Background: an optimization exercise with open tools, aiming at small area and few clock cycles per item. Do not read the settings as production practice. Function was checked by simulation only, so behaviour that the tests miss may differ from the original. No activity file was given, so power comes from the tool's default toggle rates.

`flow/flow/run.sh`:
```
#!/bin/bash
# Standard ORFS layout, with the ports buffered by the smallest buffer
# instead of the delay cell buffer_ports picks by default, and a clock tree
# with fewer, larger sink clusters and no dummy loads.
set -euo pipefail
bash standard.sh \
  "BUFFER_PORTS_ARGS=-buffer_cell sky130_fd_sc_hd__buf_1" \
  "CTS_ARGS=-sink_clustering_enable -repair_clock_nets -sink_clustering_size 15 -sink_clustering_max_diameter 60 -buf_list sky130_fd_sc_hd__clkbuf_8 -dont_use_dummy_load" \
  finish > standard_flow.log 2>&1
```
`flow/standard.sh`:
```
#!/bin/bash
# synth_recipe.tcl (not shown) runs the flow's synth.tcl, then flattens the netlist and writes it again
# the make line also repeats each setting of config.mk as NAME=value (left out here)
make -C /OpenROAD-flow-scripts/flow DESIGN_CONFIG=/design/flow/config.mk WORK_HOME=/design/flow/orfs CLKGATE_MAP_FILE= SYNTH_SCRIPT=/design/flow/synth_recipe.tcl "${@:-finish}"
```
`flow/config.mk`:
```
export PLATFORM = sky130hd
export DESIGN_NAME = ifu_top
export DESIGN_NICKNAME = ifu_top
export VERILOG_FILES = /design/flow/design.v
export SDC_FILE = /design/flow/constraint.sdc
export NUM_CORES = 4
export LEC_CHECK = 0
export CAP_MARGIN = 20
export CORE_MARGIN = 2
export CORE_UTILIZATION = 40
export SLEW_MARGIN = 20
```
`flow/constraint.sdc`:
```
create_clock -name core_clock -period 5.0 [get_ports {clk}]
set_input_delay 1.0000 -clock core_clock [delete_from_list [all_inputs] [get_ports {clk}]]
set_output_delay 1.0000 -clock core_clock [all_outputs]
set_load 0.01 [all_outputs]
```
`flow/design.v`:
```
`default_nettype none
package ifu_pkg;
    typedef logic [63:0] addr_t;
    typedef logic [63:0] word_t;
    typedef logic [1:0]  resp_t;
    typedef logic [31:0] inst_t;
    typedef logic [15:0] half_t;
    typedef enum logic [1:0] {
        SLOT0 = 2'd0,
        SLOT1 = 2'd1,
        SLOT2 = 2'd2,
        SLOT3 = 2'd3
    } slot_e;
    localparam addr_t RESET_PC = 64'h0;
    localparam int MAX_INFLIGHT = 4;
    localparam int VDEPTH = 2;
    localparam addr_t WORD_BYTES = 64'd8;
    localparam logic [1:0] FULL_OPCODE = 2'b11;
endpackage
`default_nettype wire
`timescale 1ns/1ps
`default_nettype none
module ifu_top (
    input  wire                 clk,
    input  wire                 rst_n,
    output wire ifu_pkg::addr_t araddr,
    output wire                 arvalid,
    input  wire                 arready,
    input  wire                 rvalid,
    input  wire ifu_pkg::word_t rdata,
    input  wire ifu_pkg::resp_t rresp,
    input  wire                 jump_flag,
    input  wire ifu_pkg::addr_t jump_addr,
    output wire                 inst_valid,
    input  wire                 inst_ready,
    output wire ifu_pkg::inst_t inst,
    output wire                 compressed,
    output wire ifu_pkg::resp_t rresp_out,
    output wire ifu_pkg::addr_t tval,
    output wire ifu_pkg::addr_t pc
);
    logic [63:1] pc_q;           
    logic [63:0] mem_d;          
    logic [1:0]  mem_r;
    logic        count;          
    logic        stale_req;      
    logic [1:0]  kadj;           
    logic [1:0]  nout;           
    logic [2:0]  drop;           
    logic [31:0] left_half;      
    logic [1:0]  left_resp;
    logic        left_valid;
    logic        keep_beat;
    logic        accept;
    logic        hs;
    logic        pop;
    logic        wr;
    logic        rd;
    logic [63:1] base;
    logic [63:5] base_up;
    assign base    = jump_flag ? jump_addr[63:1] : pc_q;
    assign base_up = base[63:5] + 59'd1;
    logic [1:0]  slot;
    assign slot = pc_q[2:1];
    logic        at_left;
    logic [2:0]  k;
    logic [2:0]  ksum;
    logic        can_req;
    assign at_left   = slot[1] & left_valid;
    assign keep_beat = rvalid & (drop == 3'd0);
    assign can_req   = ({1'b0, drop} + 4'(nout)) <= 4'd6;
    assign arvalid   = can_req & (jump_flag | stale_req | ((nout + 2'(count) - 2'(rd)) < 2'(ifu_pkg::VDEPTH)));
    assign k         = jump_flag ? 3'd0 : 3'(count) + 3'(nout) + 3'(at_left) + 3'(kadj);
    assign ksum      = {1'b0, base[4:3]} + k;
    assign araddr    = {ksum[2] ? base_up : base[63:5], ksum[1:0], 3'b000};
    assign accept    = arvalid & arready;
    logic        have_h;
    logic [63:0] h_data;
    logic [1:0]  h_resp;
    assign have_h = count | keep_beat;
    assign h_data = count ? mem_d : rdata;
    assign h_resp = count ? mem_r : rresp;
    logic [15:0] h0, h1;
    logic        is_comp;
    logic        fire;
    always_comb begin
        case (slot)
            2'd0: begin h0 = h_data[15:0];  h1 = h_data[31:16]; end
            2'd1: begin h0 = h_data[31:16]; h1 = h_data[47:32]; end
            2'd2: begin
                h0 = left_valid ? left_half[15:0]  : h_data[47:32];
                h1 = left_valid ? left_half[31:16] : h_data[63:48];
            end
            default: begin
                h0 = left_valid ? left_half[31:16] : h_data[63:48];
                h1 = h_data[15:0];
            end
        endcase
    end
    assign is_comp = (h0[1:0] != 2'b11);
    logic        left_ok;
    logic        left_32;
    logic        tval_up;
    assign left_ok = (left_resp == 2'b00);
    assign left_32 = (left_half[17:16] == 2'b11);
    assign tval_up = (slot == 2'd3) & left_valid & left_32 & left_ok;
    always_comb begin
        case (slot)
            2'd2:    fire = left_valid | have_h;
            2'd3:    fire = left_valid ? (~left_32 | have_h) : (have_h & is_comp);
            default: fire = have_h;
        endcase
    end
    assign hs = fire & inst_ready & ~jump_flag;
    always_comb begin
        pop = 1'b0;
        if (!jump_flag) begin
            case (slot)
                2'd0:    pop = hs & ~is_comp;
                2'd1:    pop = hs;
                default: pop = ~left_valid & have_h;
            endcase
        end
    end
    assign inst_valid = fire;
    assign inst       = {is_comp ? 16'h0 : h1, h0};
    assign compressed = is_comp;
    assign rresp_out  = (at_left & ~((slot == 2'd3) & left_32 & left_ok)) ? left_resp : h_resp;
    assign pc         = {pc_q, 1'b0};
    assign tval       = {(tval_up & (slot == 2'd3) & (pc_q[4:3] == 2'b11)) ? base_up : base[63:5],
                         tval_up ? pc_q[4:3] + 2'd1 : pc_q[4:3],
                         tval_up ? 2'b00 : slot, 1'b0};
    assign rd = pop & count;
    logic ovf;
    assign ovf = keep_beat & ~jump_flag & count & ~rd;
    assign wr  = keep_beat & ~jump_flag & ~(pop & ~count) & ~ovf;
    logic        to_next;
    logic [1:0]  slot_next;
    logic [63:1] pc_next;
    assign to_next   = (slot == 2'd3) | ((slot == 2'd2) & ~is_comp);
    assign slot_next = slot + (is_comp ? 2'd1 : 2'd2);
    assign pc_next   = {(hs & to_next & (base[4:3] == 2'b11)) ? base_up : base[63:5],
                        (hs & to_next) ? base[4:3] + 2'd1 : base[4:3],
                        hs ? slot_next : base[2:1]};
    always_ff @(posedge clk) begin
        if (wr) begin
            mem_d <= rdata;
            mem_r <= rresp;
        end
        if (pop) begin
            left_half <= h_data[63:32];
            left_resp <= h_resp;
        end
    end
    always_ff @(posedge clk or negedge rst_n) begin
        if (!rst_n) begin
            pc_q       <= '0;
            count      <= 1'b0;
            stale_req  <= 1'b0;
            kadj       <= 2'd0;
            nout       <= 2'd0;
            drop       <= 3'd0;
            left_valid <= 1'b0;
        end else begin
            pc_q <= pc_next;
            if (jump_flag) begin
                count      <= 1'b0;
                stale_req  <= 1'b0;
                kadj       <= 2'd0;
                nout       <= 2'(accept);
                drop       <= drop + 3'(nout) - 3'(rvalid);
                left_valid <= 1'b0;
            end else begin
                count <= (count & ~rd) | wr;
                if (ovf) begin
                    nout <= 2'd0;
                    drop <= drop + 3'(nout) - 3'd1 + 3'(accept);
                    if (arvalid && !arready) begin
                        stale_req <= 1'b1;
                        kadj      <= nout;
                    end
                end else if (stale_req) begin
                    nout <= nout - 2'(keep_beat);
                    if (accept) begin
                        stale_req <= 1'b0;
                        kadj      <= 2'd0;
                    end
                    drop <= drop + 3'(accept) - 3'(rvalid && drop != 3'd0);
                end else begin
                    nout  <= nout + 2'(accept) - 2'(keep_beat);
                    if (rvalid && drop != 3'd0) drop <= drop - 3'd1;
                end
                if (pop) left_valid <= 1'b1;
            end
        end
    end
endmodule
`default_nettype wire
```
==> results by group, run 1 <==
Status
  • Status: complete, no violations

Global route
  • First-pass GRT wire length: 62.94 mm
  • Grt ovf: 0
  • Tot GR Track Use: about a quarter
  • Vias in the first global route: 11150
  • Initial antenna violation count: 4
  • Largest net degree at the start of global routing: 63

Worst hold path
  • Worst Hold Class: reg -> reg
  • Hold Crit Start: mem_d[54]$_DFFE_PP_

Synth
  • Synth Area in Adders: 2.910%
  • Seq cells post-synth: 173
  • Syn Inst Count: 1274
  • Compound-Gate Fraction of Synth Area: 7.970%
  • Number of synthesized flops with an enable pin: 100
  • Synth cell types: 87
  • Sequential share of the synthesized area: between 30% and 40%
  • Mapped cell area: 12810 um^2
  • Synthesis Warnings: 1
  • Most common cell in the netlist: nand2_1
  • Mux share of post-synthesis cell area: about 14%
  • Synth top area share: 23.44%
  • Synth Flop Type: edfxtp_1
  • Synth area leader: edfxtp_1
  • Xor/xnor share of the synthesized area: 12.92%
  • FFs w/ async S/R, synth: 42.20%
  • Simple-Gate Fraction of Synth Area: 19.66%
  • Top area cells in the synthesized netlist: edfxtp_1, dfrtp_1, mux2i_1
  • Largest family of logic cells by synthesized area: simple AND/OR/NAND/NOR gates
  • Avg Inst Size Synth: 10.06 um^2
  • Commonest cells in the netlist: nand2_1, xor2_1, edfxtp_1

Die
  • Die area: 33470 um^2
  • Starting density of the core: 40.60%
  • CORE AREA: around 32000 um^2
  • # rows: 65
  • Die height: roughly 180 um
  • Die width: between 150 and 200 um
  • I/O pin total: about 370

Timing
  • PnR worst setup slack: 176.0 ps
  • Fin. Hold Viols: 0
  • Final period util: 96.48%
  • RSZ-0062 raised after global routing: false
  • Final setup violation count: 0
  • F_max: 207.3 MHz
  • Setup TNS: 0 ps
  • Slew Limit Fails: 0
  • Worst Tran Pin Value: approximately 900 ps
  • Clk_skew: 44.74 ps
  • Final worst path period need: ~4800 ps
  • Slew margin rel.: 40.18%
  • Hold_ws: 537.2 ps

CTS
  • Clock latency on the worst-skew pair: 500 ps
  • Max H-tree Level: 4
  • # clock sinks: between 150 and 200
  • CTS clk-pin slew, worst paths: 120 ps
  • Root Buffer: clkbuf_8
  • Cts hold-fix bufs: 0
  • Clk buf depth: 2
  • CTS tree: yes
  • TritonCTS buffer count: 17

Job
  • # Max-Cap Violations: 0

Setup path
  • Most frequent CP cell: fa_1
  • Peak fanout along the critical path: 4
  • Crit end category: output port
  • CP arrival: 3820 ps
  • Slowest cell on the critical path: fa_1
  • CP Cell Sequence: and2_1, fa_1, ha_1, fa_1, nand2b_1, fa_2, xor2_2, or3_4, nor2_1, xnor2_1, buf_1
  • Crit path buf inv count: 1
  • Crit-path max cell delay: 480 ps
  • CP required: roughly 4000 ps
  • Worst Setup Path Type: reg -> out
  • Critical Path Source Type: flip-flop
  • Top delay family on crit path: adder cells
  • Worst R2R Start: count$_DFF_PN0_
  • Crit path from: pc_q[2]$_DFFE_PN0P_

Power and ir drop
  • PD cells: 281.8 nW/um^2
  • VDD IR max: 0.1307 mV
  • Total power: 4.297 mW
  • Leakage: just over 5 nW

Drt
  • WL/cell: about 20 um
  • DR iter-0 viols: 778
  • Post-DRT Antenna Nets: 0
  • Vias: 11260
  • DRC violations left: 0
  • WL final: a little over 40 mm
  • Vias per std cell: 5.518
  • DR pass1 iterations: 5

Final layout
  • Area grow syn2layout: 19.00%
  • Ratio of cells with drive above 1 in the final layout: 13.51%
  • Non-Filler Instances: 2041
  • Nets: 1800

Placed design
  • Cells after DPL: approximately 2000
  • I/O Buffers: roughly 360
  • Setup WS pre-CTS: -55.07 ps
  • Final RePlAce weighted congestion: 0.8530
  • Hpwl dp: roughly 30 mm
==> metrics by stage <==
stage / utilization, % / area, um^2
detailed placement: 47.35 / 14940
floorplan: - / 12950
global route: 48.29 / 15240
CTS: 48.15 / 15190
global placement: 47.35 / 14940
finish: 48.31 / 15240
==> cells in the final DEF, fill, tap and decap left out, types with 30 or more instances in the layout <==
cell,Yosys,routed
nand2_1,111,111
dfrtp_1,73,69
xor2_1,101,100
edfxtp_1,100,100
mux2i_1,94,93
nor2_1,89,89
inv_1,31,30
buf_4,6,61
xnor2_1,88,87
mux2_2,56,56
a21oi_1,37,36
nand3_1,82,82
buf_1,8,356
==> where the power goes <==
| part | switching (mW) | total (mW) | internal (mW) |
|---|---|---|---|
| sequential | 0.101 | 1.73 | 1.63 |
| clock | 0.489 | 0.790 | 0.301 |
| combinational | 1.06 | 1.78 | 0.715 |
==> flip-flops by register name, summed over array words and instances (netlist names) <==
name and flops:
count 1, kadj 2, left_resp 2, mem_r 2, pc_q 63, nout 2
mem_d 64, left_half 32, stale_req 1, drop 3, left_valid 1
==> metal layers <==
metal  GRT usage (%)  part of all wire (%)  vias up
met1           32.32                    44     5475
met5               0                 0.032        -
met4           9.536                   3.2        2
li1                -                     -     5300
met2           38.33                    46      412
met3           5.481                   6.4       74
==> cells by family (layout without fill, tap and decap cells) <==
logic type | after synthesis | count (layout)
adders and majority gates | 27 | 27
muxes | 163 | 163
buffers and inverters | 119 | 477
other | 1 | 8
DFF | 173 | 173
xor gates and xnor gates | 189 | 189
and+or+nand+nor | 456 | 456
AOI/OAI and AO/OA | 146 | 146
==> area by class of cell <==
type | instances | area, um^2
tap | 402 | 503.0
clock buffer | 17 | 234.0
sequential | 173 | 4837
fill | 3099 | 16310
timing repair buffer | 428 | 1986
antenna | 3 | 7.507
multi-input combinational | 986 | 7557
inverter | 32 | 120.1
==> path summary, 6_finish.rpt <==
check | endpoint | slack [ps] | cells past startpoint
setup / recovery | araddr[42] | 180 | 11
hold reg to reg | left_half[22]$_DFFE_PN_ | 540 | 1
max in group asynchronous | pc_q[19]$_DFF_PN0_ | 3500 | 2
hold / removal | left_half[22]$_DFFE_PN_ | 540 | 1
setup reg to reg | drop[2]$_DFFE_PN0P_ | 310 | 23
min in group asynchronous | pc_q[1]$_DFFE_PN0P_ | 580 | 1
==> timing repair <==
item,4_1_cts,5_1_grt
gates resized for setup,1,3
pin swaps,0,1
endpoints found under the setup margin,3,23
buffers inserted,2,0
cloned,0,1
Testbench counts, summed over its fixed seeds: cycles 57,193, items 40,294.
==> run 2, diff against run 1 <==
--- a/flow/config.mk
+++ b/flow/config.mk
@@ -5,6 +5,7 @@
 export SDC_FILE = /design/flow/constraint.sdc
 export NUM_CORES = 4
 export LEC_CHECK = 0
+export ABC_AREA = 1
 export CAP_MARGIN = 20
 export CORE_MARGIN = 2
 export CORE_UTILIZATION = 40
==> results by group, run 2 <==
Die
  • I/O pin total: 365
  • Starting density of the core: 40.57%
  • CORE AREA: around 31000 um^2
  • Die width: 180.1 um
  • Die height: 180.1 um
  • Die area: ~32000 um^2
  • # rows: 64

Timing
  • Worst Tran Pin Value: 756.7 ps
  • Clk_skew: 41.01 ps
  • Final worst path period need: 4832 ps
  • Fin. Hold Viols: 0
  • RSZ-0062 raised after global routing: true
  • Final setup violation count: 0
  • Slew Limit Fails: 0
  • Hold_ws: 487.6 ps
  • Slew margin rel.: about half
  • F_max: 206.9 MHz
  • Final period util: 96.64%

Synth
  • Top area cells in the synthesized netlist: edfxtp_1, dfrtp_1, nand2_1
  • Synth top area share: 24.20%
  • Commonest cells in the netlist: nand2_1, o21ai_0, nor2_1
  • Mapped cell area: 12410 um^2
  • Synth area leader: edfxtp_1
  • Avg Inst Size Synth: approximately 7.6 um^2
  • Seq cells post-synth: roughly 170
  • Sequential share of the synthesized area: 38.92%
  • Synth Flop Type: edfxtp_1
  • Number of synthesized flops with an enable pin: 100
  • Syn Inst Count: 1628
  • FFs w/ async S/R, synth: 42.20%
  • Synth cell types: 54
  • Most common cell in the netlist: nand2_1
  • Synthesis Warnings: 1

Final layout
  • Multi-input logic area: 6763 um^2
  • FF/Latch Area: ~4800 um^2
  • Ratio of cells with drive above 1 in the final layout: about an eighth
  • Most frequent cells in the layout: nand2_1, buf_1, o21ai_0
  • Filler cell count: 3141
  • Non-Filler Instances: 2393
  • Top Registers: mem_d (64), pc_q (63), left_half (32)
  • Area grow syn2layout: 20.03%
  • Commonest non-fill, non-tap cell in the layout: nand2_1
  • Max FFs per register: 64
  • Top reg by flops: mem_d
  • Nets: 2157

Power and ir drop
  • Leakage: 5.783 nW
  • VDD IR max: approximately 0.19 mV
  • PD cells: about 390 nW/um^2

CTS
  • CTS tree: yes
  • Clock latency on the worst-skew pair: 480 ps
  • TritonCTS buffer count: 17
  • Root Buffer: clkbuf_8
  • Clk buf depth: 2
  • CTS clk-pin slew, worst paths: 110 ps
  • # clock sinks: 173
  • Max H-tree Level: 4

Setup path
  • Worst Setup Path Type: reg -> out
  • Crit end category: output port
  • Critical Path Source Type: flip-flop
  • Peak fanout along the critical path: 26
  • CP arrival: about 3800 ps
  • CP required: ~4000 ps

Job
  • # Max-Cap Violations: 0

Drt
  • Post-DRT Antenna Nets: 0
  • WL/cell: 18.70 um
  • DRC violations left: 0
  • Vias: 12900
  • DR pass1 iterations: 8
  • DR iter-0 viols: 1050
  • Vias per std cell: 5.392
  • WL final: 44.75 mm

Global route
  • Vias in the first global route: 12120
  • Initial antenna violation count: 4
  • Tot GR Track Use: 26.58%
  • First-pass GRT wire length: between 60 and 70 mm
  • Largest net degree at the start of global routing: 103
  • Grt ovf: 0

Placed design
  • Hpwl dp: 32.99 mm
  • Cells after DPL: roughly 2400
  • I/O Buffers: roughly 360
  • Final RePlAce weighted congestion: ~0.91

Worst hold path
  • Worst Hold Class: reg -> reg

Status
  • Status: complete, no violations
[run 2: path summary, 6_finish.rpt]
check,from,endpoint,slack (ps),depth (start not counted)
worst max register to register,count$_DFF_PN0_,drop[2]$_DFFE_PN0P_,380,32
max in group asynchronous,rst_n,pc_q[48]$_DFF_PN0_,3470,2
worst min-delay path,kadj[1]$_DFFE_PN0P_,kadj[1]$_DFFE_PN0P_,490,2
worst min register to register,kadj[1]$_DFFE_PN0P_,kadj[1]$_DFFE_PN0P_,490,2
worst max-delay path,left_valid$_DFFE_PN0P_,araddr[13],170,14
min in group asynchronous,rst_n,drop[1]$_DFFE_PN0P_,530,1
[run 2: metrics by stage]
stage | utilization (%) | worst slack [ps] | power, mW | setup TNS, ps | area (um^2)
floorplan | - | 43.21 | 3.758 | 0 | 12430
global placement | 46.96 | 115.2 | 4.813 | 0 | 14360
detailed placement | 46.96 | 109.2 | 4.838 | 0 | 14360
CTS | 47.77 | 39.01 | 5.646 | 0 | 14610
global route | 48.68 | -59.19 | 6.203 | -89.06 | 14890
finish | 48.70 | 167.8 | 5.781 | 0 | 14900
[run 2: logic make-up (layout without fill, tap and decap cells)]
kind of cell | count (synthesis) | count (layout) | synth area share, %
xor gates and xnor gates | 68 | 68 | 4.859
other | 1 | 9 | 0.03022
and+or+nand+nor | 767 | 767 | 27.22
AOI/OAI and AO/OA | 352 | 352 | 16.00
DFF | 173 | 173 | 38.92
adders and majority gates | 26 | 26 | 2.924
muxes | 32 | 32 | 2.621
buffers and inverters | 209 | 570 | 7.430
[run 2: area by class of cell]
type                    count  share of cell area, %
diodes                      4                0.06719
clock buffers              17                  1.571
inverters                 119                  3.082
multi-input cells        1250                  45.40
flip-flops and latches    173                  32.45
well taps                 396                  3.326
repair buffers            434                  14.11
[run 2: worst max-delay path: stages, from the launching register on]
cell	delay, ps
dfrtp_1	410
nand2_1	90
inv_1	80
fa_1	440
ha_1	210
fa_1	470
nand2_1	70
fa_1	430
or2_2	340
nand2_4	140
buf_4	160
clkbuf_16	190
nand2_1	60
o21ai_0	90
buf_1	170
[run 2: what timing repair did]
action                     4_1_cts  5_1_grt
setup endpoints to repair       30       46
setup buffers                    1       11
pin swaps                        0        4
hold buffers                     0        0
resized for setup                5       40
gates cloned                     0        2
[run 2: power by group]
part	internal (mW)	switching, mW	leakage (nW)
Sequential	1.72	0.118	1.75
Clock	0.301	0.487	0.122
Combinational	1.07	2.08	3.91
[run 2: per-layer routing]
layer	global-route usage [%]	vias up	part of all wire [%]
met1	34.50	6058	42
met5	0	-	0
li1	-	6178	-
met4	9.516	0	2.9
met3	6.467	71	8.4
met2	43.25	597	47
==> run 3, diff against run 2 <==
--- a/flow/config.mk
+++ b/flow/config.mk
@@ -9,4 +9,5 @@
 export CAP_MARGIN = 20
 export CORE_MARGIN = 2
 export CORE_UTILIZATION = 40
+export GPL_TIMING_DRIVEN = 0
 export SLEW_MARGIN = 20
==> results by group, run 3 <==
Status
  • Status: complete, no violations

Setup path
  • Crit path buf inv count: 11
  • Peak fanout along the critical path: 10
  • CP Cell Sequence: buf_1, inv_2, buf_8, buf_6, buf_8, buf_6, or2_2, o21ai_1, inv_1, ha_1, inv_1, fa_2, or2_4, nand2_8, buf_4, clkbuf_2, o21ai_0, buf_2
  • Crit-path max cell delay: 270 ps
  • CP arrival: between 3000 and 4000 ps
  • Worst r2r dst: drop[2]$_DFFE_PN0P_
  • Crit end category: output port
  • Worst R2R Start: drop[1]$_DFFE_PN0P_
  • Slowest cell on the critical path: or2_2
  • CP required: 4000 ps
  • R2R setup slack: 260 ps
  • Crit path depth: 18
  • Critical Path Source Type: primary input
  • FF-to-FF path depth: 30
  • Top delay family on crit path: buffers and inverters
  • Worst Setup Path Type: in -> out

Die
  • Die height: 180.1 um
  • Starting density of the core: 40.57%
  • CORE AREA: 30590 um^2
  • I/O pin total: 365
  • Die area: 32450 um^2
  • # rows: 64
  • Die width: approximately 180 um

Placed design
  • Cells after DPL: 2392
  • DP Area: between 10000 and 15000 um^2
  • Final RePlAce weighted congestion: between 0.9 and 1
  • I/O Buffers: roughly 360
  • Hpwl dp: 37.59 mm

CTS
  • Clk buf depth: 2
  • CTS tree: yes
  • Root Buffer: clkbuf_8
  • # clock sinks: 173
  • CTS clk-pin slew, worst paths: 80 ps
  • Cts hold-fix bufs: 0
  • Clock latency on the worst-skew pair: 510 ps
  • Max H-tree Level: 4
  • TritonCTS buffer count: 17

Drt
  • Post-DRT Antenna Nets: 0
  • DR pass1 iterations: 6
  • DRC violations left: 0
  • Vias: 13320
  • WL final: 48.90 mm
  • DR iter-0 viols: 1212
  • Vias per std cell: approximately 5.5
  • WL/cell: 20.15 um

Timing
  • Slew margin rel.: 33.23%
  • Final worst path period need: 4901 ps
  • F_max: 204.0 MHz
  • Slew Limit Fails: 0
  • Final setup violation count: 0
  • Fin. Hold Viols: 0
  • Final period util: 98.02%
  • Setup TNS: 0 ps
  • Worst Tran Pin Value: just under 1000 ps
  • Clk_skew: between 40 and 50 ps
  • RSZ-0062 raised after global routing: true

Final layout
  • Ratio of cells with drive above 1 in the final layout: a little over an eighth
  • Most frequent cells in the layout: nand2_1, buf_1, o21ai_0
  • Commonest non-fill, non-tap cell in the layout: nand2_1
  • Max FFs per register: 64
  • Util after Layout: 49.53%
  • Top Registers: mem_d (64), pc_q (63), left_half (32)
  • Nets: approximately 2200
  • Top reg by flops: mem_d
  • Filler cell count: between 3000 and 4000
  • Non-Filler Instances: 2427
  • Area grow syn2layout: 22.08%
  • Fin area: 15150 um^2

Power and ir drop
  • VDD IR max: 0.1732 mV
  • Leakage: ~5.9 nW
  • PD cells: slightly below 400 nW/um^2
  • Total power: around 6.0 mW

Worst hold path
  • Hold path endpoint: kadj[1]$_DFFE_PN0P_
  • Hold Crit Start: kadj[1]$_DFFE_PN0P_
  • Worst Hold Class: reg -> reg
  • Worst Hold Path Cells: 2

Synth
  • Synthesis Warnings: 1
  • FFs w/ async S/R, synth: between 40% and 50%
  • Most common cell in the netlist: nand2_1
  • Top area cells in the synthesized netlist: edfxtp_1, dfrtp_1, nand2_1
  • Syn Inst Count: roughly 1600
  • Sequential share of the synthesized area: 38.92%
  • Synth cell types: 54
  • Number of synthesized flops with an enable pin: 100
  • Seq cells post-synth: 173
  • Mapped cell area: 12410 um^2
  • Commonest cells in the netlist: nand2_1, o21ai_0, nor2_1
  • Synth top area share: 24.20%
  • Avg Inst Size Synth: around 7.6 um^2
  • Synth area leader: edfxtp_1
  • Synth Flop Type: edfxtp_1

Global route
  • Initial antenna violation count: 1
  • Largest net degree at the start of global routing: 28
  • Tot GR Track Use: 29.28%
  • Grt ovf: 0
  • Vias in the first global route: 12840
  • First-pass GRT wire length: 73.93 mm

Job
  • # Max-Cap Violations: 0
==> run 3: cell counts after synthesis <==
No cell type changed its count.
==> run 3: timing repair <==
action | in CTS | in global routing
endpoints found under the setup margin | 101 | 73
gates cloned | 0 | 1
setup buffers | 6 | 11
pin swaps | 2 | 5
gates resized for setup | 81 | 71
==> run 3: where the power goes <==
| group | total [mW] | internal [mW] | leakage, nW | switching (mW) |
|---|---|---|---|---|
| combinational | 3.36 | 1.14 | 4.06 | 2.22 |
| sequential | 1.84 | 1.72 | 1.76 | 0.113 |
| clock | 0.805 | 0.301 | 0.122 | 0.504 |
| total | 6.00 | 3.16 | 5.93 | 2.83 |
==> run 3: how the worst max path moves through the flow <==
stage	from	to	slack, ps
2_1_floorplan	rdata[32]	drop[2]$_DFFE_PN0P_	40
3_3_place_gp	jump_flag	araddr[23]	-1360
3_5_place_dp	jump_flag	araddr[23]	-1410
4_1_cts	left_valid$_DFFE_PN0P_	araddr[10]	-20
5_1_grt	count$_DFF_PN0_	drop[2]$_DFFE_PN0P_	-40
6_report	jump_flag	araddr[35]	100
==> run 3: final cells by class <==
class	count	area, um^2	area share, %
Antenna cell	2	5.005	0.03303
Buffer	88	593.1	3.914
Inverter	119	451.7	2.981
Tap cell	396	495.5	3.270
Sequential cell	173	4830	31.88
Clock buffer	17	234.0	1.544
Timing Repair Buffer	382	1667	11.00
Multi-Input combinational cell	1250	6875	45.38
==> run 3: cell families after synthesis <==
family | synth area share [%]
AOI/OAI and AO/OA | 16.00
xor gates and xnor gates | 4.859
adders and majority gates | 2.924
buffers and inverters | 7.430
DFF | 38.92
muxes | 2.621
other | 0.03022
and+or+nand+nor | 27.22
==> run 3: per-stage QoR <==
step,hold WS [ps],worst slack (ps)
final,484.2,98.89
after global placement,468.1,-1357
after CTS,487.3,-15.27
after detailed placement,470.8,-1412
after global routing,519.6,-44.44
after floorplan,448.3,43.21
==> run 3: metal layers <==
layer | share of wire (%) | routed length, um | GRT usage (%) | vias up
li1 | - | - | - | 6260
met1 | 42 | 20740 | 38.41 | 6314
met2 | 47 | 22750 | 48.20 | 655
met3 | 8.0 | 3906 | 6.043 | 92
met4 | 3.1 | 1511 | 10.03 | 0
met5 | 0 | 0 | 0 | -
==> run 3: tightest hold or removal path, delay by kind of cell, from the launching register on <==
kind	cells	cell delay [ps]
DFF	1	350
and+or+nand+nor	2	100
==> run 4, diff against run 3 <==
==> flow/flow/run.sh (replaced) <==
#!/bin/bash
# Standard ORFS layout, with the ports buffered by the smallest buffer
# instead of the delay cell buffer_ports picks by default, and a clock tree
# with fewer, larger sink clusters and no dummy loads.
set -euo pipefail
bash standard.sh \
  "BUFFER_PORTS_ARGS=-buffer_cell sky130_fd_sc_hd__buf_1" \
  "CTS_ARGS=-sink_clustering_enable -repair_clock_nets -sink_clustering_size 12 -sink_clustering_max_diameter 50 -buf_list sky130_fd_sc_hd__clkbuf_8 -dont_use_dummy_load" \
  finish > standard_flow.log 2>&1
--- a/flow/config.mk
+++ b/flow/config.mk
@@ -5,9 +5,7 @@
 export SDC_FILE = /design/flow/constraint.sdc
 export NUM_CORES = 4
 export LEC_CHECK = 0
-export ABC_AREA = 1
 export CAP_MARGIN = 20
 export CORE_MARGIN = 2
 export CORE_UTILIZATION = 40
-export GPL_TIMING_DRIVEN = 0
 export SLEW_MARGIN = 20
==> results by group, run 4 <==
Setup path
  • R2R setup slack: 310 ps
  • Peak fanout along the critical path: 4
  • Crit end category: output port
  • CP Cell Sequence: and2_1, fa_1, ha_1, fa_1, nand2b_1, fa_2, xor2_2, or3_4, nor2_1, xnor2_1, buf_1
  • Slowest cell on the critical path: fa_1
  • CP required: 4000 ps
  • Worst Setup Path Type: reg -> out
  • Worst R2R Start: count$_DFF_PN0_
  • Worst r2r dst: drop[2]$_DFFE_PN0P_
  • FF-to-FF path depth: 23
  • Crit-path max cell delay: 480 ps
  • Critical Path Source Type: flip-flop
  • Crit path from: pc_q[2]$_DFFE_PN0P_
  • Most frequent CP cell: fa_1
  • CP arrival: 3820 ps
  • Crit path to: araddr[42]

Final layout
  • Commonest non-fill, non-tap cell in the layout: buf_1
  • Area grow syn2layout: 19.00%
  • Util after Layout: 48.31%
  • Max FFs per register: 64
  • Ratio of cells with drive above 1 in the final layout: between 10% and 20%
  • Non-Filler Instances: a little over 2000
  • Top Registers: mem_d (64), pc_q (63), left_half (32)
  • Most frequent cells in the layout: buf_1, nand2_1, xor2_1, edfxtp_1, mux2i_1
  • Multi-input logic area: around 7600 um^2
  • Top reg by flops: mem_d
  • Fin area: ~15000 um^2
  • Nets: 1800
  • Filler cell count: approximately 3100
  • FF/Latch Area: 4837 um^2

Drt
  • Vias: 11260
  • WL final: 41.06 mm
  • DR pass1 iterations: 5
  • Post-DRT Antenna Nets: 0
  • WL/cell: 20.12 um
  • DR iter-0 viols: 778
  • Vias per std cell: 5.518
  • DRC violations left: 0

CTS
  • Max H-tree Level: 4
  • Clk buf depth: 2
  • # clock sinks: 173
  • CTS tree: yes
  • TritonCTS buffer count: 17
  • Cts hold-fix bufs: 0
  • CTS clk-pin slew, worst paths: around 120 ps
  • Clock latency on the worst-skew pair: ~500 ps
  • Root Buffer: clkbuf_8

Synth
  • Commonest cells in the netlist: nand2_1, xor2_1, edfxtp_1
  • Number of synthesized flops with an enable pin: 100
  • Seq cells post-synth: 173
  • Synth area leader: edfxtp_1
  • Syn Inst Count: ~1300
  • Synthesis Warnings: 1
  • Avg Inst Size Synth: about 10 um^2
  • Mapped cell area: 12810 um^2
  • Synth top area share: a little under a quarter
  • Top area cells in the synthesized netlist: edfxtp_1, dfrtp_1, mux2i_1
  • Sequential share of the synthesized area: 37.70%
  • Most common cell in the netlist: nand2_1
  • Synth cell types: 87
  • Synth Flop Type: edfxtp_1
  • FFs w/ async S/R, synth: 42.20%

Global route
  • Grt ovf: 0
  • First-pass GRT wire length: 62.94 mm
  • Largest net degree at the start of global routing: 63
  • Tot GR Track Use: 24.24%
  • Initial antenna violation count: 4
  • Vias in the first global route: 11150

Placed design
  • Hpwl dp: approximately 30 mm
  • Final RePlAce weighted congestion: 0.8530
  • DP Area: 14940 um^2
  • Cells after DPL: 2018
  • I/O Buffers: 358

Die
  • Starting density of the core: 40.60%
  • Die width: ~180 um
  • Die height: 183.0 um
  • CORE AREA: between 30000 and 40000 um^2
  • I/O pin total: 365
  • Die area: 33470 um^2
  • # rows: between 60 and 70

Status
  • Status: complete, no violations

Timing
  • Final worst path period need: between 4000 and 5000 ps
  • F_max: 207.3 MHz
  • Worst Tran Pin Value: 897.3 ps
  • Setup TNS: 0 ps
  • Slew margin rel.: 40.18%
  • Fin. Hold Viols: 0
  • Final period util: 96.48%
  • Slew Limit Fails: 0
  • Final setup violation count: 0
  • Clk_skew: between 40 and 50 ps
  • RSZ-0062 raised after global routing: false

Power and ir drop
  • VDD IR max: 0.1307 mV
  • Total power: 4.297 mW
  • PD cells: 281.8 nW/um^2
  • Leakage: between 5 and 6 nW

Worst hold path
  • Worst Hold Class: reg -> reg

Job
  • # Max-Cap Violations: 0
[run 4: worst min-delay path by stage]
stage / startpoint / end / slack (ps) / depth (start not counted)
global route: mem_d[54]$_DFFE_PP_ / left_half[22]$_DFFE_PN_ / 570 / 1
detailed placement: mem_d[62]$_DFFE_PP_ / left_half[30]$_DFFE_PN_ / 560 / 1
finish: mem_d[54]$_DFFE_PP_ / left_half[22]$_DFFE_PN_ / 540 / 1
global placement: mem_d[51]$_DFFE_PP_ / left_half[19]$_DFFE_PN_ / 550 / 1
CTS: mem_d[54]$_DFFE_PP_ / left_half[22]$_DFFE_PN_ / 550 / 1
floorplan: kadj[1]$_DFFE_PN0P_ / kadj[1]$_DFFE_PN0P_ / 530 / 2
[run 4: cells by family (layout without fill, tap and decap cells)]
kind of cell | after synthesis | count (layout) | synth area share (%)
and+or+nand+nor | 456 | 456 | 19.66
AOI/OAI and AO/OA | 146 | 146 | 7.969
DFF | 173 | 173 | 37.70
xor gates and xnor gates | 189 | 189 | 12.92
buffers and inverters | 119 | 477 | 4.522
muxes | 163 | 163 | 14.29
other | 1 | 8 | 0.02927
adders and majority gates | 27 | 27 | 2.910
[run 4: what timing repair did]
item / 4_1_cts / 5_1_grt
gates resized for setup: 1 / 3
cloned: 0 / 1
buffers inserted: 2 / 0
endpoints found under the setup margin: 3 / 23
pin swaps: 0 / 1
[run 4: metrics by stage]
| stage | setup WS (ps) | hold WS, ps |
|---|---|---|
| 2_1_floorplan | -14.13 | 532.3 |
| 3_3_place_gp | 27.02 | 547.2 |
| 3_5_place_dp | -55.07 | 559.4 |
| 4_1_cts | 52.46 | 547.5 |
| 5_1_grt | 3.837 | 573.9 |
| 6_report | 176.0 | 537.2 |
[run 4: final cells by class]
class	count	area share (%)
Sequential cell	173	31.73
Tap cell	402	3.299
Timing Repair Buffer	428	13.03
Antenna cell	3	0.04924
Multi-Input combinational cell	986	49.57
Inverter	32	0.7879
Clock buffer	17	1.535
[run 4: power breakdown]
part	internal (mW)	switching, mW	total, mW
Clock	0.301	0.489	0.790
Combinational	0.715	1.06	1.78
Sequential	1.63	0.101	1.73
Total	2.64	1.65	4.30
[run 4: critical path: cells and delay by family, from the launching register on]
kind	cells	cell delay, ps
flops	1	430
buf+inv	1	170
fa+ha+maj	4	1560
simple gates	4	830
xor+xnor	2	360
[run 4: layer usage]
| metal | wire length [um] | track usage, % | up-vias |
|---|---|---|---|
| li1 | - | - | 5300 |
| met1 | 18020 | 32.32 | 5475 |
| met2 | 19090 | 38.33 | 412 |
| met3 | 2635 | 5.481 | 74 |
| met4 | 1302 | 9.536 | 2 |
| met5 | 13 | 0 | - |
==> run 5, diff against run 4 <==
==> flow/flow/run.sh (replaced) <==
#!/bin/bash
# Standard ORFS layout, with the ports buffered by the smallest buffer
# instead of the delay cell buffer_ports picks by default, and a clock tree
# with fewer, larger sink clusters and no dummy loads.
set -euo pipefail
bash standard.sh \
  "BUFFER_PORTS_ARGS=-buffer_cell sky130_fd_sc_hd__buf_1" \
  "CTS_ARGS=-sink_clustering_enable -repair_clock_nets -sink_clustering_size 20 -sink_clustering_max_diameter 60 -buf_list sky130_fd_sc_hd__clkbuf_16 -dont_use_dummy_load" \
  finish > standard_flow.log 2>&1
==> flow/config.mk (replaced) <==
export PLATFORM = sky130hd
export DESIGN_NAME = ifu_top
export DESIGN_NICKNAME = ifu_top
export VERILOG_FILES = /design/flow/design.v
export SDC_FILE = /design/flow/constraint.sdc
export NUM_CORES = 4
export LEC_CHECK = 0
export ABC_AREA = 1
export CAP_MARGIN = 0
export CORE_MARGIN = 2
export CORE_UTILIZATION = 60
export SLEW_MARGIN = 0
==> results by group, run 5 <==
Timing
  • Final worst path period need: around 4900 ps
  • Final period util: around 98%
  • Slew margin rel.: 46.61%
  • Worst Tran Pin Value: 800.0 ps
  • Slew Limit Fails: 0
  • Final setup violation count: 0
  • Fin. Hold Viols: 0
  • Setup TNS: 0 ps
  • Clk_skew: 24.93 ps
  • RSZ-0062 raised after global routing: true
  • F_max: 203.9 MHz

Synth
  • Synthesis Warnings: 1
  • Synth area leader: edfxtp_1
  • FFs w/ async S/R, synth: a little over two fifths
  • Top area cells in the synthesized netlist: edfxtp_1, dfrtp_1, nand2_1
  • Most common cell in the netlist: nand2_1
  • Sequential share of the synthesized area: 38.92%
  • Syn Inst Count: 1628
  • Commonest cells in the netlist: nand2_1, o21ai_0, nor2_1
  • Avg Inst Size Synth: 7.623 um^2
  • Synth cell types: 54
  • Seq cells post-synth: 173
  • Mapped cell area: 12410 um^2
  • Synth top area share: 24.20%
  • Number of synthesized flops with an enable pin: 100
  • Synth Flop Type: edfxtp_1

CTS
  • Clk buf depth: 2
  • Max H-tree Level: 4
  • # clock sinks: 173
  • CTS tree: yes
  • Clock latency on the worst-skew pair: between 400 and 500 ps
  • TritonCTS buffer count: 17
  • CTS clk-pin slew, worst paths: 50 ps
  • Root Buffer: clkbuf_16

Setup path
  • Crit end category: output port
  • Peak fanout along the critical path: 8
  • Most frequent CP cell: fa_1
  • CP required: 4000 ps
  • Slowest cell on the critical path: fa_1
  • Worst r2r dst: drop[2]$_DFFE_PN0P_
  • Critical Path Source Type: flip-flop
  • Crit-path max cell delay: 480 ps
  • Worst R2R Start: count$_DFF_PN0_
  • FF-to-FF path depth: 30
  • Crit path to: araddr[60]
  • Crit path from: pc_q[2]$_DFFE_PN0P_
  • CP Cell Sequence: nand2_1, inv_1, fa_1, ha_1, fa_1, nand2_1, fa_1, or2_2, nand2_4, clkinvlp_4, buf_4, o21ai_2, buf_1
  • Crit path buf inv count: 4
  • R2R setup slack: 390 ps
  • CP arrival: 3900 ps
  • Top delay family on crit path: adder cells
  • Crit path depth: 13
  • Worst Setup Path Type: reg -> out

Drt
  • DRC violations left: 0
  • WL/cell: 18.32 um
  • Vias: 13010
  • WL final: approximately 41 mm
  • Vias per std cell: 5.768
  • DR iter-0 viols: 1153
  • DR pass1 iterations: 5
  • Post-DRT Antenna Nets: 0

Final layout
  • Multi-input logic area: between 6000 and 7000 um^2
  • Filler cell count: 1722
  • Top reg by flops: mem_d
  • Top Registers: mem_d (64), pc_q (63), left_half (32)
  • Ratio of cells with drive above 1 in the final layout: 10.69%
  • Area grow syn2layout: 18.48%
  • Commonest non-fill, non-tap cell in the layout: nand2_1
  • Max FFs per register: 64
  • Fin area: 14700 um^2
  • Most frequent cells in the layout: nand2_1, buf_1, o21ai_0
  • FF/Latch Area: roughly 4800 um^2
  • Non-Filler Instances: ~2300
  • Nets: 2147

Die
  • # rows: 52
  • Die height: 147.8 um
  • Starting density of the core: between 60% and 70%
  • CORE AREA: 20300 um^2
  • Die area: around 22000 um^2
  • I/O pin total: 365
  • Die width: 147.8 um

Placed design
  • Cells after DPL: 2228
  • Final RePlAce weighted congestion: 0.9413
  • I/O Buffers: roughly 360
  • DP Area: 14150 um^2
  • Hpwl dp: 30.59 mm

Power and ir drop
  • Total power: 5.984 mW
  • PD cells: 407.0 nW/um^2
  • Leakage: 5.755 nW
  • VDD IR max: 0.2561 mV

Status
  • Status: complete, no violations

Global route
  • Grt ovf: 0
  • Met1 usage: between 40% and 50%
  • First-pass GRT wire length: roughly 63 mm
  • Vias in the first global route: around 12000
  • Initial antenna violation count: 4
  • Tot GR Track Use: a little over a third
  • Busiest grt layer: met2
  • Met3 Track Usage GR: 7.191%
  • Met2 Use GR: 62.40%
  • Largest net degree at the start of global routing: slightly below 80

Job
  • # Max-Cap Violations: 0

Worst hold path
  • Worst Hold Class: reg -> reg
==> run 5: changes by cell type after synthesis, sizes merged, moves of 48 or more <==
cell / previous run / this run
o21ai: 28 / 261
nand2: 111 / 457
mux2i: 94 / 31
or2: 3 / 51
mux2: 60 / 1
xnor2: 88 / 11
inv: 32 / 119
==> run 5: timing repair <==
| item | in CTS | in global routing |
|---|---|---|
| resized for setup | 1 | 15 |
| hold buffers | 0 | 0 |
| setup endpoints to repair | 1 | 62 |
| gates cloned | 0 | 2 |
| pin swaps | 0 | 1 |
| setup buffers | 0 | 6 |
==> run 5: per-layer routing <==
| layer | up-vias | wire length, um |
|---|---|---|
| li1 | 6172 | - |
| met5 | - | 15 |
| met3 | 108 | 3612 |
| met4 | 2 | 1714 |
| met1 | 6054 | 15870 |
| met2 | 676 | 20110 |
==> run 5: worst register-to-register path: cells and delay by family, from the launching register on <==
family                     cells  cell delay, ps
AOI/OAI and AO/OA              5             810
DFF                            1             570
buffers and inverters          3             290
xor gates and xnor gates       2             250
and+or+nand+nor               16            1490
adders and majority gates      4            1100
==> run 5: worst min path at each step <==
| stage | cells after the start | slack, ps | to | from |
|---|---|---|---|---|
| 3_3_place_gp | 2 | 470 | kadj[1]$_DFFE_PN0P_ | kadj[1]$_DFFE_PN0P_ |
| 2_1_floorplan | 2 | 450 | kadj[1]$_DFFE_PN0P_ | kadj[1]$_DFFE_PN0P_ |
| 4_1_cts | 2 | 490 | kadj[1]$_DFFE_PN0P_ | kadj[1]$_DFFE_PN0P_ |
| 5_1_grt | 2 | 500 | kadj[1]$_DFFE_PN0P_ | kadj[1]$_DFFE_PN0P_ |
| 6_report | 2 | 490 | kadj[1]$_DFFE_PN0P_ | kadj[1]$_DFFE_PN0P_ |
| 3_5_place_dp | 2 | 470 | kadj[1]$_DFFE_PN0P_ | kadj[1]$_DFFE_PN0P_ |
==> run 5: final cells by class <==
class	instances	share of cell area [%]
diodes	3	0.05106
flip-flops and latches	173	32.89
inverters	119	3.097
well taps	270	2.297
repair buffers	423	13.04
clock buffers	17	2.893
multi-input cells	1251	45.74
==> run 5: cell families (layout without fill, tap and decap cells) <==
group | Yosys count | after routing | synth area share (%)
AND/OR/NAND/NOR | 767 | 768 | 27.22
adder cells (fa/ha/maj) | 26 | 26 | 2.924
multiplexers | 32 | 32 | 2.621
buffers and inverters | 209 | 559 | 7.430
other | 1 | 8 | 0.03022
AO/OA/AOI/OAI | 352 | 352 | 16.00
flip-flops | 173 | 173 | 38.92
XOR/XNOR | 68 | 68 | 4.859
==> run 5: report_power, final <==
| part | switching [mW] | total [mW] | leakage, nW | internal (mW) |
|---|---|---|---|---|
| clock network | 0.514 | 1.10 | 0.210 | 0.591 |
| logic | 2.01 | 3.02 | 3.79 | 1.01 |
| registers | 0.131 | 1.86 | 1.75 | 1.73 |
| total | 2.65 | 5.98 | 5.76 | 3.33 |
==> run 5: metrics by stage <==
stage	hold slack, ps	util (%)	setup slack [ps]
2_1_floorplan	448.3	-	43.21
3_3_place_gp	471.0	69.69	177.6
3_5_place_dp	474.6	69.69	36.93
4_1_cts	486.6	71.80	19.85
5_1_grt	504.5	72.44	-18.66
6_report	486.6	72.44	96.32
==> run 6, diff against run 5 <==
--- a/flow/flow/run.sh
+++ b/flow/flow/run.sh
@@ -6,4 +6,5 @@
 bash standard.sh \
   "BUFFER_PORTS_ARGS=-buffer_cell sky130_fd_sc_hd__buf_1" \
   "CTS_ARGS=-sink_clustering_enable -repair_clock_nets -sink_clustering_size 20 -sink_clustering_max_diameter 60 -buf_list sky130_fd_sc_hd__clkbuf_16 -dont_use_dummy_load" \
+  "RECOVER_POWER=100" \
   finish > standard_flow.log 2>&1
--- a/flow/config.mk
+++ b/flow/config.mk
@@ -6,7 +6,7 @@
 export NUM_CORES = 4
 export LEC_CHECK = 0
 export ABC_AREA = 1
-export CAP_MARGIN = 0
+export CAP_MARGIN = 20
 export CORE_MARGIN = 2
 export CORE_UTILIZATION = 60
-export SLEW_MARGIN = 0
+export SLEW_MARGIN = 20
==> results by group, run 6 <==
Timing
  • Final worst path period need: 4905 ps
  • Clk_skew: 24.93 ps
  • RSZ-0062 raised after global routing: true
  • Slew Limit Fails: 34
  • Final period util: 98.10%
  • Fin. Hold Viols: 0
  • F_max: ~200 MHz
  • Final setup violation count: 0
  • Worst Tran Pin Value: 1913 ps
  • Slew margin rel.: -27.51%

Setup path
  • CP arrival: 3900 ps
  • Critical Path Source Type: flip-flop
  • Peak fanout along the critical path: 8
  • CP required: 4000 ps
  • Worst Setup Path Type: reg -> out
  • Most frequent CP cell: fa_1
  • R2R setup slack: 390 ps
  • Crit end category: output port
  • Crit-path max cell delay: about 480 ps
  • Slowest cell on the critical path: fa_1
  • CP Cell Sequence: nand2_1, inv_1, fa_1, ha_1, fa_1, nand2_1, fa_1, or2_2, nand2_4, clkinvlp_4, buf_4, o21ai_2, buf_1

Synth
  • FFs w/ async S/R, synth: 42.20%
  • Avg Inst Size Synth: 7.623 um^2
  • Top area cells in the synthesized netlist: edfxtp_1, dfrtp_1, nand2_1
  • Synth Flop Type: edfxtp_1
  • Seq cells post-synth: around 170
  • Synth area leader: edfxtp_1
  • Commonest cells in the netlist: nand2_1, o21ai_0, nor2_1
  • Synth top area share: 24.20%
  • Synth cell types: 54
  • Syn Inst Count: 1628
  • Number of synthesized flops with an enable pin: 100
  • Synthesis Warnings: 1
  • Most common cell in the netlist: nand2_1
  • Mapped cell area: 12410 um^2
  • Sequential share of the synthesized area: between 30% and 40%

Global route
  • Vias in the first global route: 12130
  • Largest net degree at the start of global routing: 77
  • Grt ovf: 0
  • First-pass GRT wire length: 62.98 mm
  • Tot GR Track Use: 36.44%
  • Initial antenna violation count: 4

Final layout
  • Ratio of cells with drive above 1 in the final layout: 10.64%
  • Fin area: 14700 um^2
  • Most frequent cells in the layout: nand2_1, buf_1, o21ai_0
  • Max FFs per register: 64
  • Top Registers: mem_d (64), pc_q (63), left_half (32)
  • Area grow syn2layout: 18.45%
  • Nets: 2147
  • Commonest non-fill, non-tap cell in the layout: nand2_1
  • Util after Layout: 72.42%
  • Filler cell count: 1724
  • Top reg by flops: mem_d

Power and ir drop
  • Total power: 5.983 mW
  • Leakage: 5.752 nW
  • PD cells: 407.0 nW/um^2
  • VDD IR max: 0.2566 mV

Drt
  • DR top layer: met5
  • Post-DRT Antenna Nets: 0
  • DR WL met2: about 20 mm
  • WL/cell: 18.32 um
  • WL final: 41.34 mm
  • DR pass1 iterations: 6
  • Wl on met1: roughly 16 mm
  • DR iter-0 viols: 1140
  • DRC violations left: 0
  • WL met3: 3.646 mm
  • Vias per std cell: 5.775
  • Vias: around 13000

CTS
  • Max H-tree Level: 4
  • Root Buffer: clkbuf_16
  • # clock sinks: 173
  • Clock latency on the worst-skew pair: about 440 ps
  • CTS clk-pin slew, worst paths: 50 ps
  • Clk buf depth: 2
  • CTS tree: yes
  • TritonCTS buffer count: 17

Status
  • Violated checks: capacitance limit, slew limit
  • Status: complete, but fails checks

Placed design
  • DP Area: about 14000 um^2
  • Final RePlAce weighted congestion: 0.9413
  • Hpwl dp: about 31 mm
  • I/O Buffers: 358

Die
  • I/O pin total: approximately 370
  • Starting density of the core: 61.14%
  • Die area: 21850 um^2
  • Die width: 147.8 um
  • Die height: 147.8 um
  • CORE AREA: 20300 um^2
  • # rows: 52

Job
  • # Max-Cap Violations: 1

Worst hold path
  • Worst Hold Class: reg -> reg
run 6: logic make-up (layout without fill, tap and decap cells):
group           Yosys count  in the layout  synth area share (%)
simple gates            767            768                 27.22
flops                   173            173                 38.92
xor+xnor                 68             68                 4.859
mux                      32             32                 2.621
compound gates          352            352                 16.00
other cells               1              8               0.03022
fa+ha+maj                26             26                 2.924
buf+inv                 209            559                 7.430
run 6: routing by layer:
layer | global-route usage (%) | up-vias
met5 | 0 | -
met1 | 45.04 | 6039
met4 | 15.67 | 2
met2 | 62.40 | 701
li1 | - | 6170
met3 | 7.191 | 117
run 6: power breakdown:
part           total, mW  switching, mW  internal [mW]  leakage (nW)
logic               3.02           2.00           1.01          3.79
clock network       1.11          0.515          0.591         0.210
registers           1.86          0.131           1.73          1.75
run 6: final timing paths:
path	start	end	cells after the start
max in group asynchronous	rst_n	pc_q[59]$_DFF_PN0_	2
min in group asynchronous	rst_n	pc_q[14]$_DFF_PN0_	1
min	kadj[1]$_DFFE_PN0P_	kadj[1]$_DFFE_PN0P_	2
max reg2reg	count$_DFF_PN0_	drop[2]$_DFFE_PN0P_	30
max	pc_q[2]$_DFFE_PN0P_	araddr[60]	13
min reg2reg	kadj[1]$_DFFE_PN0P_	kadj[1]$_DFFE_PN0P_	2
run 6: final cells by class:
| cell class | instances | area, um^2 | area share (%) |
|---|---|---|---|
| multi-input cells | 1251 | 6725 | 45.75 |
| well taps | 270 | 337.8 | 2.298 |
| flip-flops and latches | 173 | 4836 | 32.90 |
| clock buffers | 17 | 425.4 | 2.894 |
| inverters | 119 | 455.4 | 3.098 |
| diodes | 3 | 7.507 | 0.05107 |
| repair buffers | 423 | 1913 | 13.01 |
run 6: per-stage QoR:
| stage | setup slack [ps] | setup TNS, ps | std cells | hold WS (ps) |
|---|---|---|---|---|
| finish | 95.23 | 0 | 2256 | 486.6 |
| global route | -18.66 | -50.36 | 2256 | 504.5 |
| CTS | 19.85 | 0 | 2245 | 486.6 |
| detailed placement | 36.93 | 0 | 2228 | 474.6 |
| global placement | 177.6 | 0 | 2228 | 471.0 |
| floorplan | 43.21 | 0 | 1632 | 448.3 |
run 6: what timing repair did:
item	in CTS	in global routing
endpoints found under the setup margin	1	62
hold buffers	0	0
resized for setup	1	15
pin swaps	0	1
cloned	0	2
setup buffers	0	6
run 6: critical path, delay by kind of cell (launching register included):
| family | cells | cell delay, ps |
|---|---|---|
| AOI/OAI and AO/OA | 1 | 270 |
| buffers and inverters | 4 | 550 |
| adders and majority gates | 4 | 1540 |
| and+or+nand+nor | 4 | 650 |
| DFF | 1 | 470 |
==> run 7, diff against run 6 <==
--- a/flow/flow/run.sh
+++ b/flow/flow/run.sh
@@ -6,5 +6,4 @@
 bash standard.sh \
   "BUFFER_PORTS_ARGS=-buffer_cell sky130_fd_sc_hd__buf_1" \
   "CTS_ARGS=-sink_clustering_enable -repair_clock_nets -sink_clustering_size 20 -sink_clustering_max_diameter 60 -buf_list sky130_fd_sc_hd__clkbuf_16 -dont_use_dummy_load" \
-  "RECOVER_POWER=100" \
   finish > standard_flow.log 2>&1
==> results by group, run 7 <==
Die
  • Die area: around 22000 um^2
  • # rows: 52
  • Die width: 147.8 um
  • I/O pin total: 365
  • CORE AREA: 20300 um^2
  • Starting density of the core: 61.14%
  • Die height: ~150 um

Status
  • Status: complete, no violations

Placed design
  • I/O Buffers: roughly 360
  • Final RePlAce weighted congestion: 0.9413
  • DP Area: 14150 um^2
  • Cells after DPL: 2228
  • Hpwl dp: 30.59 mm
  • Setup WS pre-CTS: 36.93 ps

Power and ir drop
  • Leakage: 5.755 nW
  • PD cells: 407.0 nW/um^2
  • Switch Pwr: about 2.7 mW
  • P_int: approximately 3.3 mW
  • Total power: 5.984 mW
  • Sw frac: ~44%
  • Clock share of power: 18.5%
  • Combinational Power Share: 50.5%
  • Sequential cell fraction of total power: 31.1%
  • VDD IR max: 0.2561 mV

Setup path
  • Worst R2R Start: count$_DFF_PN0_
  • Crit path buf inv count: 4
  • Crit end category: output port
  • CP required: 4000 ps
  • Critical Path Source Type: flip-flop
  • FF-to-FF path depth: 30
  • Worst Setup Path Type: reg -> out
  • Slowest cell on the critical path: fa_1
  • CP Cell Sequence: nand2_1, inv_1, fa_1, ha_1, fa_1, nand2_1, fa_1, or2_2, nand2_4, clkinvlp_4, buf_4, o21ai_2, buf_1
  • Worst r2r dst: drop[2]$_DFFE_PN0P_
  • Most frequent CP cell: fa_1
  • Top delay family on crit path: adder cells
  • R2R setup slack: 390 ps
  • Crit-path max cell delay: 480 ps
  • CP arrival: 3900 ps
  • Peak fanout along the critical path: 8

Synth
  • Synth cell types: 54
  • Synth top area share: 24.20%
  • Mapped cell area: 12410 um^2
  • Most common cell in the netlist: nand2_1
  • Synth Flop Type: edfxtp_1
  • Seq cells post-synth: 173
  • Syn Inst Count: 1628
  • Sequential share of the synthesized area: 38.92%
  • Synth area leader: edfxtp_1
  • Number of synthesized flops with an enable pin: 100
  • Synthesis Warnings: 1
  • Avg Inst Size Synth: 7.623 um^2
  • FFs w/ async S/R, synth: 42.20%
  • Top area cells in the synthesized netlist: edfxtp_1, dfrtp_1, nand2_1
  • Commonest cells in the netlist: nand2_1, o21ai_0, nor2_1

CTS
  • CTS tree: yes
  • Cts hold-fix bufs: 0
  • Root Buffer: clkbuf_16
  • Clock latency on the worst-skew pair: 440 ps
  • # clock sinks: 173
  • Max H-tree Level: 4
  • Clk buf depth: 2
  • TritonCTS buffer count: 17
  • CTS clk-pin slew, worst paths: 50 ps

Timing
  • PnR worst setup slack: 96.32 ps
  • Clk_skew: 24.93 ps
  • Slew Limit Fails: 0
  • Final setup violation count: 0
  • Final period util: between 90% and 100%
  • Worst Tran Pin Value: 800.0 ps
  • Fin. Hold Viols: 0
  • RSZ-0062 raised after global routing: true
  • Final worst path period need: between 4000 and 5000 ps
  • Slew margin rel.: 46.61%
  • F_max: 203.9 MHz

Global route
  • Largest net degree at the start of global routing: 77
  • Vias in the first global route: 12130
  • First-pass GRT wire length: 62.98 mm
  • Tot GR Track Use: 36.44%
  • Grt ovf: 0
  • Initial antenna violation count: 4

Final layout
  • Nets: approximately 2100
  • Top reg by flops: mem_d
  • Ratio of cells with drive above 1 in the final layout: 10.69%
  • Max FFs per register: 64
  • Fin area: approximately 15000 um^2
  • Top Registers: mem_d (64), pc_q (63), left_half (32)
  • Non-Filler Instances: 2256
  • Util after Layout: 72.44%
  • Commonest non-fill, non-tap cell in the layout: nand2_1
  • Most frequent cells in the layout: nand2_1, buf_1, o21ai_0
  • Area grow syn2layout: 18.48%

Drt
  • DR iter-0 viols: 1153
  • DR pass1 iterations: 5
  • Post-DRT Antenna Nets: 0
  • Vias per std cell: 5.768
  • WL final: a little over 40 mm
  • WL/cell: 18.32 um
  • DRC violations left: 0
  • Vias: between 10000 and 15000

Worst hold path
  • Worst Hold Class: reg -> reg
  • Hold Crit Start: kadj[1]$_DFFE_PN0P_
  • Hold path endpoint: kadj[1]$_DFFE_PN0P_
  • Worst Hold Path Cells: 2

Job
  • # Max-Cap Violations: 0
run 7: cell count changes in the layout (fill, tap and decap cells not counted):
cell | before | now
clkbuf_1 | 1 | 0
clkbuf_4 | 1 | 2
run 7: power by group through the flow:
| stage | Clock [mW] | Combinational (mW) | Sequential, mW |
|---|---|---|---|
| 2_1_floorplan | 0 | 1.89 | 1.87 |
| 6_report | 1.10 | 3.02 | 1.86 |
| 5_1_grt | 1.15 | 3.31 | 1.88 |
| 3_5_place_dp | 0 | 2.90 | 1.88 |
| 3_3_place_gp | 0 | 2.85 | 1.88 |
| 4_1_cts | 1.10 | 2.92 | 1.86 |
run 7: per-layer routing:
metal	wire length, um	GRT usage (%)
met1	15870	45.04
met4	1714	15.67
met2	20110	62.40
met5	15	0
met3	3612	7.191
run 7: how the worst max path moves through the flow:
stage,start,endpoint,slack (ps),depth (start not counted)
floorplan,rdata[32],drop[2]$_DFFE_PN0P_,40,29
global placement,rdata[32],drop[2]$_DFFE_PN0P_,180,30
detailed placement,rdata[32],drop[2]$_DFFE_PN0P_,40,30
CTS,pc_q[2]$_DFFE_PN0P_,araddr[31],20,13
global route,count$_DFF_PN0_,drop[2]$_DFFE_PN0P_,-20,30
finish,pc_q[2]$_DFFE_PN0P_,araddr[60],100,13
run 7: per-stage QoR:
| stage | hold WS (ps) | setup TNS, ps |
|---|---|---|
| global route | 504.5 | -50.36 |
| finish | 486.6 | 0 |
| detailed placement | 474.6 | 0 |
| CTS | 486.6 | 0 |
| floorplan | 448.3 | 0 |
| global placement | 471.0 | 0 |
run 7: worst reg2reg max path: cells and delay by family, from the launching register on:
| family | cells | cell delay [ps] |
|---|---|---|
| DFF | 1 | 570 |
| buffers and inverters | 3 | 290 |
| and+or+nand+nor | 16 | 1490 |
| xor gates and xnor gates | 2 | 250 |
| adders and majority gates | 4 | 1100 |
| AOI/OAI and AO/OA | 5 | 810 |
run 7: what timing repair did:
action,in CTS,in global routing
pin swaps,0,1
resized for setup,1,15
hold endpoints to repair,0,0
setup endpoints to repair,1,62
cloned,0,2
buffers inserted,0,6
run 7: kinds of logic after synthesis:
| kind of cell | Yosys count | share of synthesized area [%] |
|---|---|---|
| fa+ha+maj | 26 | 2.924 |
| other cells | 1 | 0.03022 |
| xor+xnor | 68 | 4.859 |
| simple gates | 767 | 27.22 |
| buf+inv | 209 | 7.430 |
| flops | 173 | 38.92 |
| compound gates | 352 | 16.00 |
| mux | 32 | 2.621 |
run 7: final cells by class:
type                    instances  area [um^2]
fillers                      1722         5595
inverters                     119        455.4
repair buffers                423         1917
multi-input cells            1251         6725
clock buffers                  17        425.4
flip-flops and latches        173         4836
diodes                          3        7.507
well taps                     270        337.8
==> run 8, diff against run 7 <==
==> flow/flow/run.sh (replaced) <==
#!/bin/bash
# Standard ORFS layout, with the ports buffered by the smallest buffer
# instead of the delay cell buffer_ports picks by default, and a clock tree
# with fewer, larger sink clusters and no dummy loads.
set -euo pipefail
bash standard.sh \
  "BUFFER_PORTS_ARGS=-buffer_cell sky130_fd_sc_hd__buf_1" \
  "CTS_ARGS=-sink_clustering_enable -repair_clock_nets -sink_clustering_size 20 -sink_clustering_max_diameter 60 -buf_list sky130_fd_sc_hd__clkbuf_8 -dont_use_dummy_load" \
  "REMOVE_ABC_BUFFERS=1" \
  finish > standard_flow.log 2>&1
==> results by group, run 8 <==
Synth
  • Syn Inst Count: between 1500 and 2000
  • Synth Area in Adders: 2.924%
  • Synth top area share: 24.20%
  • Top area cells in the synthesized netlist: edfxtp_1, dfrtp_1, nand2_1
  • Synth Flop Type: edfxtp_1
  • Most common cell in the netlist: nand2_1
  • Seq cells post-synth: around 170
  • Mapped cell area: 12410 um^2
  • Sequential share of the synthesized area: a little under 40%
  • Synth area leader: edfxtp_1
  • Synth cell types: 54
  • Largest family of logic cells by synthesized area: simple AND/OR/NAND/NOR gates
  • Xor/xnor share of the synthesized area: 4.859%
  • FFs w/ async S/R, synth: 42.20%
  • Compound-Gate Fraction of Synth Area: 16.00%
  • Commonest cells in the netlist: nand2_1, o21ai_0, nor2_1
  • Synthesis Warnings: 1
  • Number of synthesized flops with an enable pin: 100
  • Avg Inst Size Synth: ~7.6 um^2
  • Simple-Gate Fraction of Synth Area: ~27%
  • Mux share of post-synthesis cell area: 2.621%

Setup path
  • CP Cell Sequence: buf_2, inv_2, buf_12, nand2_1, nand2_2, inv_1, nor3_2, nand2_1, nor3_2, nand3_1, nor3_2, nand4_1, xor2_1, nand2_1, o21ai_0, buf_1
  • Worst Setup Path Type: in -> out
  • Crit-path max cell delay: 320 ps
  • Peak fanout along the critical path: 30
  • CP required: 4000 ps
  • CP arrival: roughly 3900 ps
  • Critical Path Source Type: primary input
  • Crit end category: output port
  • Slowest cell on the critical path: nor3_2

CTS
  • CTS clk-pin slew, worst paths: approximately 70 ps
  • Max H-tree Level: 4
  • CTS tree: yes
  • Root Buffer: clkbuf_8
  • Clock latency on the worst-skew pair: 480 ps
  • # clock sinks: 173
  • TritonCTS buffer count: 17
  • Clk buf depth: 2

Final layout
  • Nets: 2154
  • Area grow syn2layout: 17.43%
  • Max FFs per register: between 60 and 70
  • Ratio of cells with drive above 1 in the final layout: 11.06%
  • Most frequent cells in the layout: nand2_1, buf_1, o21ai_0
  • Commonest non-fill, non-tap cell in the layout: nand2_1
  • Fin area: 14570 um^2
  • Top reg by flops: mem_d
  • Top Registers: mem_d (64), pc_q (63), left_half (32)
  • Filler cell count: 1815

Power and ir drop
  • P_int: 3.089 mW
  • Sequential cell fraction of total power: approximately 33%
  • Leakage: 5.708 nW
  • VDD IR max: slightly below 0.2 mV
  • Sw frac: 45.60%
  • Combinational Power Share: 53.9%
  • Switch Pwr: 2.589 mW
  • PD cells: 389.6 nW/um^2
  • Clock share of power: 13.6%

Global route
  • Met3 Track Usage GR: 7.963%
  • Vias in the first global route: 12240
  • Met1 usage: 44.98%
  • Busiest grt layer: met2
  • Met2 Use GR: 61.02%
  • Tot GR Track Use: 36.07%
  • Initial antenna violation count: 3
  • Grt ovf: 0
  • Largest net degree at the start of global routing: 96
  • First-pass GRT wire length: 62.33 mm

Timing
  • PnR worst setup slack: 145.3 ps
  • Clk_skew: just over 40 ps
  • Final period util: between 90% and 100%
  • Slew Limit Fails: 0
  • Final setup violation count: 0
  • F_max: 206.0 MHz
  • Final worst path period need: just under 5000 ps
  • Slew margin rel.: 37.60%
  • Worst Tran Pin Value: roughly 940 ps
  • RSZ-0062 raised after global routing: false
  • Fin. Hold Viols: 0

Drt
  • Vias per std cell: 5.748
  • DRC violations left: 0
  • Post-DRT Antenna Nets: 0
  • DR pass1 iterations: 6
  • Vias: 13000
  • WL final: 40.54 mm
  • DR iter-0 viols: 912
  • WL/cell: 17.93 um

Worst hold path
  • Worst Hold Class: reg -> reg

Die
  • I/O pin total: 365
  • Die width: 147.8 um
  • # rows: 52
  • Die height: 147.8 um
  • Die area: around 22000 um^2
  • CORE AREA: a little over 20000 um^2
  • Starting density of the core: 61.14%

Status
  • Status: complete, no violations

Placed design
  • DP Area: 14230 um^2
  • Hpwl dp: around 30 mm
  • Setup WS pre-CTS: 61.26 ps
  • Final RePlAce weighted congestion: 0.9662
  • I/O Buffers: 358

Job
  • # Max-Cap Violations: 0
==> run 8: changes by cell type in the layout (fill, tap and decap cells not counted), sizes merged <==
cell / change
nor2: -1
diode: -2
buf: +8
==> run 8: metrics by stage <==
stage	total power, mW	TNS, ps	hold slack [ps]	util [%]	instances
final	5.678	0	496.9	71.79	2261
after global routing	6.050	0	549.9	71.79	2261
after CTS	5.582	0	506.8	71.36	2255
after detailed placement	4.811	0	489.8	70.09	2236
after global placement	4.751	0	473.3	70.09	2236
after floorplan	3.689	-330540	448.3	-	1542
==> run 8: final timing paths <==
| path | start | to | slack (ps) | cells past startpoint |
|---|---|---|---|---|
| worst max register to register | left_valid$_DFFE_PN0P_ | drop[2]$_DFFE_PN0P_ | 490 | 30 |
| worst max-delay path | jump_flag | tval[49] | 150 | 16 |
| min in group asynchronous | rst_n | pc_q[23]$_DFF_PN0_ | 650 | 1 |
| worst min-delay path | kadj[1]$_DFFE_PN0P_ | kadj[1]$_DFFE_PN0P_ | 500 | 2 |
| worst min register to register | kadj[1]$_DFFE_PN0P_ | kadj[1]$_DFFE_PN0P_ | 500 | 2 |
| max in group asynchronous | rst_n | pc_q[9]$_DFF_PN0_ | 3450 | 2 |
==> run 8: final cells by class <==
type	instances	area (um^2)	share of cell area (%)
repair buffers	431	1999	13.72
flip-flops and latches	173	4832	33.16
well taps	270	337.8	2.318
diodes	1	2.502	0.01717
inverters	119	452.9	3.108
clock buffers	17	234.0	1.605
multi-input cells	1250	6715	46.08
==> run 8: layer usage <==
layer | wire length [um] | share of wire [%] | vias up
met2 | 19750 | 49 | 651
met1 | 15540 | 38 | 6062
li1 | - | - | 6175
met5 | 12 | 0.030 | -
met4 | 1471 | 3.6 | 2
met3 | 3767 | 9.3 | 107
==> run 8: timing repair <==
action,CTS,global route
setup buffers,2,4
setup endpoints to repair,7,41
pin swaps,0,1
hold endpoints to repair,0,0
gates resized for setup,3,15
hold buffers,0,0
gates cloned,0,1
==> run 8: logic make-up (layout without fill, tap and decap cells) <==
group                      Yosys count  in the layout
and+or+nand+nor                    767            767
AOI/OAI and AO/OA                  352            352
buffers and inverters              209            567
DFF                                173            173
xor gates and xnor gates            68             68
muxes                               32             32
adders and majority gates           26             26
other                                1              6
==> run 8: worst max-delay path, delay by kind of cell <==
kind                      cells  cell delay, ps
buffers and inverters         5             880
xor gates and xnor gates      1             250
AOI/OAI and AO/OA             1             140
and+or+nand+nor               9            1570
==> run 8: power by group through the flow <==
| stage | combinational, mW | clock (mW) | sequential (mW) |
|---|---|---|---|
| global placement | 2.88 | 0 | 1.87 |
| finish | 3.06 | 0.770 | 1.85 |
| global route | 3.37 | 0.824 | 1.86 |
| floorplan | 1.76 | 0 | 1.93 |
| detailed placement | 2.94 | 0 | 1.87 |
| CTS | 2.97 | 0.770 | 1.84 |

Check on run 8: ideal ports give 0.145 ns setup slack; a clkbuf_16 on the clock port and buf_2 on the inputs give 0.126 ns; moving port delays by the midpoint clock arrival (0.499 ns) as well gives 0.126 ns.
